From an optimization exercise on the open Yosys and OpenROAD flow, aimed at small area, a short achievable clock period and few clock cycles per item; shortcuts taken in it are not production practice.
Function was not checked in any run shown here: the RTL went through the layout flow alone.
Power figures rest on the tool's default switching activity, not on a simulated workload.

==> design.v <==
package rce_pkg;
    localparam int BOUND_W   = 32;
    localparam int FREQ_W    = 16;
    localparam int TRY_W     = 19;
    localparam int DIV_STEPS = 32;
    localparam int DIV_CNT_W = $clog2(DIV_STEPS);
    localparam logic OP_ENCODE = 1'b0;
    localparam logic OP_FLUSH  = 1'b1;
endpackage
module rce_muldiv (
    input  logic [rce_pkg::FREQ_W-1:0]  i_r,
    input  logic                        i_l,
    input  logic [rce_pkg::FREQ_W-1:0]  i_a0,
    input  logic [rce_pkg::FREQ_W:0]    i_a1,
    input  logic [rce_pkg::FREQ_W+1:0]  i_a2,
    output logic [rce_pkg::FREQ_W-1:0]  o_r,
    output logic                        o_d1,
    output logic                        o_d2
);
    localparam int TW = rce_pkg::TRY_W;
    localparam int FW = rce_pkg::FREQ_W;
    logic [TW-1:0] a, y0, y1, y2;
    logic          p1, p2, one;
    assign a   = {2'd0, i_r, 1'b0};
    assign y0  = a + {3'd0, i_a0};
    assign y1  = a + {{(TW-FW-1){i_a1[FW]}}, i_a1};
    assign y2  = a + {{(TW-FW-2){i_a2[FW+1]}}, i_a2};
    assign p1  = !y1[TW-1];
    assign p2  = !y2[TW-1];
    assign o_r = p2 ? y2[FW-1:0] : (p1 ? y1[FW-1:0] : y0[FW-1:0]);
    assign one = p1 && !p2;
    assign o_d1 = one ^ i_l;
    assign o_d2 = p2 || (one && i_l);
endmodule
module range_coder_encoder_top (
    input  logic        i_clk,
    input  logic        i_rst_n,
    input  logic        i_s_axis_tvalid,
    output logic        o_s_axis_tready,
    input  logic [47:0] i_s_axis_tdata,   
    input  logic        i_s_axis_tuser,   
    output logic        o_m_axis_tvalid,
    input  logic        i_m_axis_tready,
    output logic [7:0]  o_m_axis_tdata,   
    output logic        o_m_axis_tlast
);
    localparam int W  = rce_pkg::BOUND_W;
    localparam int F  = rce_pkg::FREQ_W;
    typedef enum logic [1:0] {
        S_IDLE = 2'd0,
        S_DIV  = 2'd1,
        S_FIN  = 2'd2
    } t_state;
    t_state                        r_state;
    logic [rce_pkg::DIV_CNT_W-1:0] r_cnt;
    logic [1:0]                    r_ecnt;
    logic                          r_pend, r_flush, r_hold, r_hold2, r_inv;
    logic [W-1:0]                  r_low, r_high;
    logic [F-1:0]                  r_cum, r_fr, r_tot;
    logic                          r_op;
    logic [F-1:0]                  r_a0_lo, r_a0_hi;
    logic [F:0]                    r_a1_lo, r_a1_hi;
    logic [F+1:0]                  r_a2_lo, r_a2_hi;
    logic [F-1:0]                  r_r_lo, r_r_hi;
    logic [W-1:0]                  r_sq_lo, r_sq_hi;
    logic [F:0]     sum;
    logic           op_valid;
    logic [F:0]     neg1, c1_lo, c1_hi;
    logic [F+1:0]   neg2, c2_lo, c2_hi;
    logic [W:0]     span;
    logic           full, top_eq, emit, emit_last, start, b_next;
    logic [F-1:0]   n_r_lo, n_r_hi;
    logic           d1_lo, d2_lo, d1_hi, d2_hi;
    logic [W-1:0]   new_low, new_high;
    assign sum      = {1'b0, r_cum} + {1'b0, r_fr};
    assign op_valid = (r_fr != '0) && (r_tot != '0) && (sum <= {1'b0, r_tot});
    assign neg1  = -{1'b0, r_tot};
    assign neg2  = -{1'b0, r_tot, 1'b0};
    assign c1_lo = {1'b0, r_cum} - {1'b0, r_tot};
    assign c1_hi = {1'b0, r_cum} + {1'b0, r_fr} - {1'b0, r_tot};
    assign c2_lo = {2'd0, r_cum} - {1'b0, r_tot, 1'b0};
    assign c2_hi = {2'd0, r_cum} + {2'd0, r_fr} - {1'b0, r_tot, 1'b0};
    assign span = {1'b0, r_high} - {1'b0, r_low} + 33'd1;
    assign full = span[W];
    assign top_eq    = (r_low[31:24] == r_high[31:24]);
    assign emit      = (r_state == S_IDLE) && (r_flush || (r_pend && top_eq));
    assign emit_last = (r_ecnt == 2'd3) || (!r_flush && (r_low[23:16] != r_high[23:16]));
    assign start     = (r_state == S_IDLE) && !emit && r_hold && (r_op == rce_pkg::OP_ENCODE) && op_valid;
    always_comb begin
        o_s_axis_tready = 1'b0;
        if (r_state == S_IDLE) begin
            o_s_axis_tready = !emit && r_hold && ((r_op == rce_pkg::OP_FLUSH) || (r_hold2 && r_inv));
        end else if (r_state == S_DIV) begin
            o_s_axis_tready = (r_cnt == rce_pkg::DIV_CNT_W'(rce_pkg::DIV_STEPS - 1));
        end
    end
    rce_muldiv u_lo (
        .i_r(r_r_lo), .i_l(r_low[W-1]), .i_a0(r_a0_lo), .i_a1(r_a1_lo), .i_a2(r_a2_lo),
        .o_r(n_r_lo), .o_d1(d1_lo), .o_d2(d2_lo)
    );
    rce_muldiv u_hi (
        .i_r(r_r_hi), .i_l(r_low[W-1]), .i_a0(r_a0_hi), .i_a1(r_a1_hi), .i_a2(r_a2_hi),
        .o_r(n_r_hi), .o_d1(d1_hi), .o_d2(d2_hi)
    );
    assign new_low  = r_sq_lo + {r_low[W-2:0], 1'b0};
    assign new_high = r_sq_hi + {r_high[W-2:0], 1'b0} - 32'd1;
    assign b_next = (r_state == S_IDLE) ? span[W-1] : r_sq_lo[W-2];
    always_ff @(posedge i_clk) begin
        r_cum <= i_s_axis_tdata[F-1:0];
        r_fr  <= i_s_axis_tdata[F +: F];
        r_tot <= i_s_axis_tdata[2*F +: F];
        r_op  <= i_s_axis_tuser;
        r_a0_lo <= b_next ? r_cum : '0;
        r_a0_hi <= b_next ? sum[F-1:0] : '0;
        r_a1_lo <= b_next ? c1_lo : neg1;
        r_a1_hi <= b_next ? c1_hi : neg1;
        r_a2_lo <= b_next ? c2_lo : neg2;
        r_a2_hi <= b_next ? c2_hi : neg2;
        r_inv   <= !op_valid;
        r_r_lo  <= n_r_lo;
        r_r_hi  <= n_r_hi;
        r_sq_lo <= {r_sq_lo[W-2:0], d1_lo};
        r_sq_hi <= {r_sq_hi[W-2:0], d1_hi};
        if (r_state == S_IDLE) begin
            r_r_lo  <= full ? r_cum : '0;
            r_r_hi  <= full ? sum[F-1:0] : '0;
            r_sq_lo <= span[W-1:0];
            r_sq_hi <= span[W-1:0];
        end
        if (!i_rst_n) begin
            r_state <= S_IDLE;
            r_cnt   <= '0;
            r_ecnt  <= '0;
            r_pend  <= 1'b0;
            r_flush <= 1'b0;
            r_hold  <= 1'b0;
            r_hold2 <= 1'b0;
            r_low   <= '0;
            r_high  <= '1;
        end else begin
            r_hold  <= i_s_axis_tvalid && !o_s_axis_tready;
            r_hold2 <= r_hold && i_s_axis_tvalid && !o_s_axis_tready;
            case (r_state)
                S_IDLE: begin
                    if (emit) begin
                        if (i_m_axis_tready) begin
                            r_ecnt <= r_ecnt + 2'd1;
                            r_low  <= {r_low[W-9:0], 8'h00};
                            if (!r_flush) r_high <= {r_high[W-9:0], 8'hFF};
                            if (emit_last) begin
                                r_pend  <= 1'b0;
                                r_flush <= 1'b0;
                            end
                        end
                    end else begin
                        r_pend <= 1'b0;
                        r_ecnt <= '0;
                        if (r_hold && r_op == rce_pkg::OP_FLUSH) begin
                            r_flush <= 1'b1;
                        end else if (start) begin
                            r_state <= S_DIV;
                            r_cnt   <= '0;
                        end
                    end
                end
                S_DIV: begin
                    r_cnt  <= r_cnt + 1'b1;
                    r_low  <= {r_low[W-2:0], d2_lo};
                    r_high <= {r_high[W-2:0], d2_hi};
                    if (r_cnt == rce_pkg::DIV_CNT_W'(rce_pkg::DIV_STEPS - 1)) begin
                        r_state <= S_FIN;
                    end
                end
                S_FIN: begin
                    r_state <= S_IDLE;
                    r_pend  <= 1'b1;
                    r_low   <= new_low;
                    r_high  <= new_high;
                end
                default: r_state <= S_IDLE;
            endcase
        end
    end
    assign o_m_axis_tvalid = emit;
    assign o_m_axis_tdata  = r_flush ? r_low[W-1:W-8] : r_high[W-1:W-8];
    assign o_m_axis_tlast  = emit_last;
endmodule
==> run.sh <==
#!/bin/bash
# synth_recipe.tcl (not shown) runs the flow's synth.tcl, then flattens the netlist and writes it again
# the make line also repeats each setting of config.mk as NAME=value (left out here)
make -C /OpenROAD-flow-scripts/flow DESIGN_CONFIG=/design/flow/config.mk WORK_HOME=/design/flow/orfs CLKGATE_MAP_FILE= SYNTH_SCRIPT=/design/flow/synth_recipe.tcl finish
==> config.mk <==
export PLATFORM = sky130hd
export DESIGN_NAME = range_coder_encoder_top
export DESIGN_NICKNAME = range_coder_encoder_top
export VERILOG_FILES = /design/flow/design.v
export SDC_FILE = /design/flow/constraint.sdc
export NUM_CORES = 4
export LEC_CHECK = 0
export CAP_MARGIN = 20
export CORE_MARGIN = 2
export CORE_UTILIZATION = 40
export SLEW_MARGIN = 20
==> constraint.sdc <==
create_clock -name core_clock -period 11.0 [get_ports {i_clk}]
set_input_delay 2.2000 -clock core_clock [delete_from_list [all_inputs] [get_ports {i_clk}]]
set_output_delay 2.2000 -clock core_clock [all_outputs]
set_load 0.01 [all_outputs]
==> metrics.md, run 1 <==
| Metric | Value |
|---|---|
| Setup bufs post-CTS | `0` |
| Main synth FF type | `dfxtp_1` |
| CP max stage delay | `0.67 ns` |
| Reg2reg start | `r_fr[0]` |
| CP Launch Type | `register` |
| Total wire length | `77.4 mm` |
| Die H | `roughly 260 microns` |
| Cell mode on critical path | `inv_1` |
| Cells after synthesis | `3,056` |
| Max Root-Sink Buffers | `3` |
| Final Cycle Share | `0.488` |
| CP Depth | `8` |
| Setup crit end kind | `output pin` |
| Initial detailed-routing violation count | `between 1.5k and 2k` |
| Hold Path Class | `reg -> reg` |
| Lkg Pwr | `13.0 nW` |
| Commonest cells in the synthesized netlist | `inv_1, ha_1, dfxtp_1` |
| Cell Rows | `92` |
| Initial Util | `0.404` |
| Final Slew Violations | `0` |
| H-tree levels | `2` |
| Overflow after GRT | `0` |
| Combinational cell fraction of total power | `0.564` |
| DR DRC count | `0` |
| Largest net degree at the start of global routing | `between 70 and 80` |
| Ys Warns | `1` |
| Reg2reg end | `r_cnt[2]` |
| Worst skew pair latency | `0.60 ns` |
| Internal Power | `approximately 0.0042 W` |
| Asr flop ratio synth | `0` |
| NumNets Final | `about 3.5k` |
| Synth area leaders | `dfxtp_1, ha_1, inv_1` |
| WP data required | `8.80 ns` |
| Initial antenna violation count | `2` |
| Vias per inst | `5.60` |
| Setup TNS | `0 ns` |
| CTS Buf Count | `42` |
| Post-DP HPWL | `59.7 mm` |
| Critical path peak fanout | `6` |
| VDD IR max | `0.000173 V` |
| Critical path class | `reg -> out` |
| Die area | `about 65,000 sq um` |
| GP Congestion | `between 0.9 and 1` |
| WP data arrival | `roughly 3.2 ns` |
| Root buffer cell | `clkbuf_16` |
| Sequential power share | `0.236` |
| FF+latch count, synth | `323` |
| Buf/Inv on CP | `3` |
| Reg-to-reg slack, setup | `5.96 ns` |
| PostCTS Resize Cnt | `0` |
| Largest area contributor in the netlist | `dfxtp_1` |
| PwrDens | `264 nW/um^2` |
| Core area | `62,900 sq um` |
| Fmax | `0.186 GHz` |
| Clk pwr share | `0.200` |
| CTS tree | `built` |
| Worst-path clk slew | `~0.060 ns` |
| Die width | `256 microns` |
| Syn avg cell area | `a little over 8 sq um` |
| P_sw | `between 0.003 and 0.004 W` |
| Worst Setup Slack, final | `5.63 ns` |
| Final antenna-violating net count | `0` |
| Syn nets | `3,469` |
| Global-route wire length before repair | `120 mm` |
| Register area share after synthesis | `0.255` |
| Synth unique cells | `96` |
| Top delay family on crit path | `simple AND/OR/NAND/NOR gates` |
| Unrepaired setup endpoints after global routing | `no` |
| N_diodes | `0` |
| P&R area growth vs syn | `11.7%` |
| Hold-fix buffers, CTS | `0` |
| Cells on worst reg2reg path | `20` |
| Tmin final | `between 5 and 6 ns` |
| Via count of the first global-routing pass | `21.3k` |
| CP startpoint | `r_low[29]` |
| Post-synthesis cell area | `25,400 sq um` |
| Post-synth EDFFs | `0` |
| Outcome | `timing/DRC/antenna clean` |
| Final Hold Vio Count | `0` |
| Number of max-cap violations | `0` |
| Wire length per cell | `roughly 20 microns` |
| Sw frac | `0.435` |
| Via count | `22.2k` |
| Final setup viols | `0` |
| Layout cells sized above 1 | `0.0506` |
| I/O Buffers | `63` |
| Setup Skew | `0.0486 ns` |
| Dpl ws | `6.05 ns` |
| First-pass DRT Iterations | `6` |
| Slowest CP cell | `nor3_1` |
| Worst-margin pin slew | `about 0.96 ns` |
| Crit path to | `o_m_axis_tvalid` |
| GRT Util Overall | `0.231` |
| Clock sink total | `323` |
| Most frequent cell after synthesis | `inv_1` |
| I/O pin count | `between 60 and 70` |
| Total power | `roughly 0.0075 W` |
| Top-area cell type share of the netlist area | `0.255` |
| Worst path cell trace | `inv_1, ha_1, nand4_1, nor3_1, or2_2, inv_1, nor2_1, clkdlybuf4s50_1` |
| Max_slew headroom | `0.355` |
through the flow:
| stage | utilization | hold slack (ns) | std cells | cell area, sq um |
|---|---|---|---|---|
| 6_report | 0.451 | 0.452 | 3968 | 28300 |
| 5_1_grt | 0.451 | 0.484 | 3968 | 28300 |
| 4_1_cts | 0.451 | 0.452 | 3968 | 28300 |
| 3_5_place_dp | 0.427 | 0.439 | 3893 | 26800 |
| 3_3_place_gp | 0.427 | 0.439 | 3893 | 26800 |
| 2_1_floorplan | - | 0.430 | 3056 | 25400 |
worst min path at each step:
stage / from / to / slack [ns] / cells after the start
final: r_hold / r_hold2 / 0.45 / 1
after global routing: r_sq_lo[9] / r_sq_lo[10] / 0.48 / 2
after CTS: r_hold / r_hold2 / 0.45 / 1
after detailed placement: r_hold / r_hold2 / 0.44 / 1
after global placement: r_hold / r_hold2 / 0.44 / 1
after floorplan: r_hold / r_hold2 / 0.43 / 1
power groups by stage:
stage	combinational [W]	clock, W	sequential (W)
floorplan	0.00327	0	0.00168
global placement	0.00416	0	0.00180
detailed placement	0.00418	0	0.00179
CTS	0.00421	0.00152	0.00177
global route	0.00468	0.00156	0.00180
finish	0.00422	0.00149	0.00177
layout by cell type (no fill, tap or decap), types with 21 or more instances in the layout:
| master | Yosys | final |
|---|---|---|
| a21o_1 | 89 | 89 |
| a21oi_1 | 221 | 219 |
| a221oi_1 | 21 | 21 |
| a31oi_1 | 49 | 48 |
| and2_1 | 21 | 21 |
| buf_4 | 8 | 22 |
| clkbuf_16 | 0 | 42 |
| clkdlybuf4s50_1 | 0 | 62 |
| dfxtp_1 | 323 | 323 |
| fa_1 | 28 | 28 |
| ha_1 | 332 | 330 |
| inv_1 | 342 | 342 |
| mux2i_1 | 94 | 94 |
| nand2_1 | 194 | 194 |
| nand2b_1 | 40 | 40 |
| nand3_1 | 78 | 76 |
| nand4_1 | 23 | 23 |
| nor2_1 | 146 | 145 |
| nor2b_1 | 24 | 24 |
| nor3_1 | 54 | 54 |
| o211ai_1 | 46 | 46 |
| o21a_1 | 41 | 41 |
| o21ai_0 | 216 | 216 |
| o21bai_1 | 29 | 29 |
| xnor2_1 | 121 | 121 |
| xor2_1 | 97 | 97 |
sequential cells by signal (all words and copies together), names as in the netlist, 2 cells and up:
signal,cells
r_a2_lo,18
r_a0_lo,15
r_a2_hi,18
r_cum,16
r_a1_hi,17
r_tot,16
r_sq_hi,32
r_r_hi,16
r_a0_hi,15
r_high,32
r_low,32
r_sq_lo,32
r_cnt,5
r_ecnt,2
r_a1_lo,17
r_state,2
r_fr,16
r_r_lo,16
per-layer routing:
layer | global-route usage | up-vias | share of wire
li1 | - | 11100 | -
met1 | 0.293 | 10500 | 0.44
met2 | 0.410 | 538 | 0.49
met3 | 0.0240 | 118 | 0.042
met4 | 0.0705 | 0 | 0.029
met5 | 0 | - | 0
cell type report:
| class | instances | area, sq um |
|---|---|---|
| multi-input cells | 2296 | 17200 |
| clock buffers | 53 | 1160 |
| repair buffers | 85 | 791 |
| well taps | 846 | 1060 |
| fillers | 6317 | 34500 |
| inverters | 343 | 1290 |
| flip-flops and latches | 323 | 6470 |
| clock inverters | 22 | 348 |
kinds of logic after synthesis:
group,Yosys count,share of synthesized area
buffers and inverters,437,0.0681
adder cells (fa/ha/maj),360,0.186
AO/OA/AOI/OAI,938,0.242
XOR/XNOR,218,0.0753
multiplexers,108,0.0433
AND/OR/NAND/NOR,672,0.130
flip-flops,323,0.255
==> run 2, diff against run 1 <==
--- a/config.mk
+++ b/config.mk
@@ -6,6 +6,8 @@
 export NUM_CORES = 4
 export LEC_CHECK = 0
+export ABC_CLOCK_PERIOD_IN_PS = 3500
 export CAP_MARGIN = 20
 export CORE_MARGIN = 2
 export CORE_UTILIZATION = 40
+export SETUP_SLACK_MARGIN = 5
 export SLEW_MARGIN = 20
==> run 2 against run 1 <==
Setup slack stayed put. Non-clock buffer count stayed put. Largest power group unchanged. Total power stayed put. Critical path depth stayed put.
==> metrics.md, run 2 <==
| Metric | Value |
|---|---|
| Design Area, Final | `28,300 sq um (unchanged)` |
| Total wire length | `77.4 mm (unchanged)` |
| Worst-path clk slew | `0.06 ns (about the same)` |
| Synth unique cells | `96 (unchanged)` |
| GP Congestion | `0.914 (unchanged)` |
| I/O pin count | `64 (unchanged)` |
| Syn avg cell area | `8.30 sq um (unchanged)` |
| Compound-gate portion of the synthesized area | `0.242 (unchanged)` |
| Cell mode on critical path | `inv_1 (unchanged)` |
| Register area share after synthesis | `0.255 (unchanged)` |
| Initial detailed-routing violation count | `1,553 (unchanged)` |
| CP startpoint | `r_low[29] (unchanged)` |
| Setup TNS | `0 ns (unchanged)` |
| P&R area growth vs syn | `11.7% (unchanged)` |
| Cells after synthesis | `3,056 (unchanged)` |
| Asr flop ratio synth | `0 (unchanged)` |
| Max Root-Sink Buffers | `3 (unchanged)` |
| Syn nets | `3,469 (unchanged)` |
| Placed cell areas | `26,800 sq um (unchanged)` |
| CTS Buf Count | `42 (unchanged)` |
| Simple-Gate Fraction of Synth Area | `0.130 (unchanged)` |
| Hold-fix buffers, CTS | `0 (unchanged)` |
| Root buffer cell | `clkbuf_16 (unchanged)` |
| Reg-to-reg slack, setup | `5.96 ns (about the same)` |
| Unrepaired setup endpoints after global routing | `no (unchanged)` |
| Largest area contributor in the netlist | `dfxtp_1 (unchanged)` |
| CTS tree | `built (unchanged)` |
| Number of max-cap violations | `0 (unchanged)` |
| P_sw | `0.00325 W (unchanged)` |
| Slowest CP cell | `nor3_1 (unchanged)` |
| First-pass DRT Iterations | `6 (unchanged)` |
| Lkg Pwr | `13.0 nW (unchanged)` |
| Critical path class | `reg -> out (unchanged)` |
| Die H | `256 microns (unchanged)` |
| Clk pwr share | `0.200 (about the same)` |
| Worst skew pair latency | `0.60 ns (about the same)` |
| Non-Filler Instances | `3,968 (unchanged)` |
| Post-DP HPWL | `59.7 mm (unchanged)` |
| Layout cells sized above 1 | `0.0506 (unchanged)` |
| GRT Util Overall | `0.231 (unchanged)` |
| Reg2reg start | `r_fr[0] (unchanged)` |
| FF+latch count, synth | `323 (unchanged)` |
| PostCTS Resize Cnt | `0 (unchanged)` |
| Synth area leaders | `dfxtp_1, ha_1, inv_1 (unchanged)` |
| Placed cell count | `3,893 (unchanged)` |
| Final setup viols | `0 (unchanged)` |
| Buf/Inv on CP | `3 (unchanged)` |
| Largest net degree at the start of global routing | `73 (unchanged)` |
| Overflow after GRT | `0 (unchanged)` |
| Sw frac | `0.435 (unchanged)` |
| Setup crit end kind | `output pin (unchanged)` |
| Final Hold Vio Count | `0 (unchanged)` |
| Global-route wire length before repair | `120 mm (unchanged)` |
| Outcome | `timing/DRC/antenna clean (unchanged)` |
| Most frequent cell after synthesis | `inv_1 (unchanged)` |
| Main synth FF type | `dfxtp_1 (unchanged)` |
| Post-Synth XOR/XNOR Area | `0.0753 (unchanged)` |
| Top delay family on crit path | `simple AND/OR/NAND/NOR gates (unchanged)` |
| Internal Power | `0.00422 W (unchanged)` |
| Post-Synth Adder-Cell Area | `0.186 (unchanged)` |
| Fmax | `0.186 GHz (unchanged)` |
| Tmin final | `5.37 ns (unchanged)` |
| Die area | `65,400 sq um (unchanged)` |
| DR DRC count | `0 (unchanged)` |
| Hold Path Class | `reg -> reg (unchanged)` |
| NumNets Final | `3,504 (unchanged)` |
| Final Slew Violations | `0 (unchanged)` |
| VDD IR max | `0.000173 V (unchanged)` |
| Commonest cells in the synthesized netlist | `inv_1, ha_1, dfxtp_1 (unchanged)` |
| Reg2reg end | `r_cnt[2] (unchanged)` |
| WP data arrival | `3.17 ns (about the same)` |
| WP data required | `8.80 ns (about the same)` |
| Post-synth EDFFs | `0 (unchanged)` |
| Worst-margin pin slew | `0.961 ns (unchanged)` |
| Vias per inst | `5.60 (unchanged)` |
| Cell Rows | `92 (unchanged)` |
| Initial Util | `0.404 (unchanged)` |
| Most frequent cells in the layout | `inv_1, ha_1, dfxtp_1 (unchanged)` |
| Via count | `22.2k (unchanged)` |
| Core area | `62,900 sq um (unchanged)` |
| CP max stage delay | `0.67 ns (about the same)` |
| Setup Skew | `0.0486 ns (unchanged)` |
| Sequential power share | `0.236 (about the same)` |
| Max_slew headroom | `0.355 (unchanged)` |
| CP Depth | `8 (unchanged)` |
| Critical path peak fanout | `6 (unchanged)` |
| Commonest non-fill, non-tap cell in the layout | `inv_1 (unchanged)` |
| Final antenna-violating net count | `0 (unchanged)` |
| Ys Warns | `1 (unchanged)` |
| H-tree levels | `2 (unchanged)` |
| Worst path cell trace | `inv_1, ha_1, nand4_1, nor3_1, or2_2, inv_1, nor2_1, clkdlybuf4s50_1 (unchanged)` |
| Clock sink total | `323 (unchanged)` |
| Die width | `256 microns (unchanged)` |
| Final Cycle Share | `0.488 (unchanged)` |
| Crit path to | `o_m_axis_tvalid (unchanged)` |
| I/O Buffers | `63 (unchanged)` |
| Top-area cell type share of the netlist area | `0.255 (unchanged)` |
| Main combinational cell family by area after synthesis | `compound AO/OA/AOI/OAI gates (unchanged)` |
| Cells on worst reg2reg path | `20 (unchanged)` |
| Initial antenna violation count | `2 (unchanged)` |
| N_diodes | `0 (unchanged)` |
| Via count of the first global-routing pass | `21.3k (unchanged)` |
| Mux share of post-synthesis cell area | `0.0433 (unchanged)` |
| PwrDens | `264 nW/um^2 (unchanged)` |
| Post-synthesis cell area | `25,400 sq um (unchanged)` |
| Setup bufs post-CTS | `0 (unchanged)` |
| Wire length per cell | `19.5 microns (unchanged)` |
| Combinational cell fraction of total power | `0.564 (about the same)` |
| CP Launch Type | `register (unchanged)` |
| Worst Setup Slack, final | `5.63 ns (unchanged)` |
| Dpl ws | `6.05 ns (unchanged)` |
-- run 2: cell counts after synthesis --
No cell type changed its count.
-- run 2: power groups by stage --
stage | sequential [W] | clock [W] | combinational, W
2_1_floorplan | 0.00168 | 0 | 0.00327
3_3_place_gp | 0.00180 | 0 | 0.00416
3_5_place_dp | 0.00179 | 0 | 0.00418
4_1_cts | 0.00177 | 0.00152 | 0.00421
5_1_grt | 0.00180 | 0.00156 | 0.00468
6_report | 0.00177 | 0.00149 | 0.00422
-- run 2: cell families after synthesis --
logic type	Yosys count
mux	108
flops	323
simple gates	672
fa+ha+maj	360
xor+xnor	218
buf+inv	437
compound gates	938
-- run 2: routing by layer --
layer	part of all wire	track usage	up-vias
met5	0	0	-
met4	0.029	0.0705	0
met3	0.042	0.0240	118
met2	0.49	0.410	538
met1	0.44	0.293	10500
li1	-	-	11100
-- run 2: area by class of cell --
cell class              instances  area (sq um)
fillers                      6317         34500
flip-flops and latches        323          6470
well taps                     846          1060
clock inverters                22           348
inverters                     343          1290
repair buffers                 85           791
clock buffers                  53          1160
multi-input cells            2296         17200
-- run 2: metrics by stage --
step	hold WS, ns	power [W]	utilization
2_1_floorplan	0.430	0.00496	-
3_3_place_gp	0.439	0.00596	0.427
3_5_place_dp	0.439	0.00597	0.427
4_1_cts	0.452	0.00750	0.451
5_1_grt	0.484	0.00805	0.451
6_report	0.452	0.00747	0.451
-- run 2: worst min-delay path by stage --
stage / from / endpoint / cells past startpoint
after detailed placement: r_hold / r_hold2 / 1
after global placement: r_hold / r_hold2 / 1
final: r_hold / r_hold2 / 1
after global routing: r_sq_lo[9] / r_sq_lo[10] / 2
after CTS: r_hold / r_hold2 / 1
after floorplan: r_hold / r_hold2 / 1

separate check: timing with driven ports:
No port has a modelled driver above. Below, the same layouts with a new extraction and two added sets of constraints. Step 1 sets driving cells, clkbuf_16 on the clock port and buf_2 on the other inputs (assumed; they add their load-dependent delay and slew). Step 2 moves the port delays by t, midway between the first and last clock arrival at a register: inputs arrive t later, outputs are due t later. That takes back most of the time a late clock gives input paths. Three values: no drivers, after step 1, after step 2; two values: the first two.
| run | t (ns) | slack for setup (ns) | worst setup path after step 2 | worst slew at a driven data input, ns |
|---|---|---|---|---|
| run 1 | 0.641 | 5.627 / 5.565 / 5.957 | register to register | 0.07 |
| run 2 | 0.641 | 5.627 / 5.565 / 5.957 | register to register | 0.07 |
After both steps every run listed still meets setup and hold.
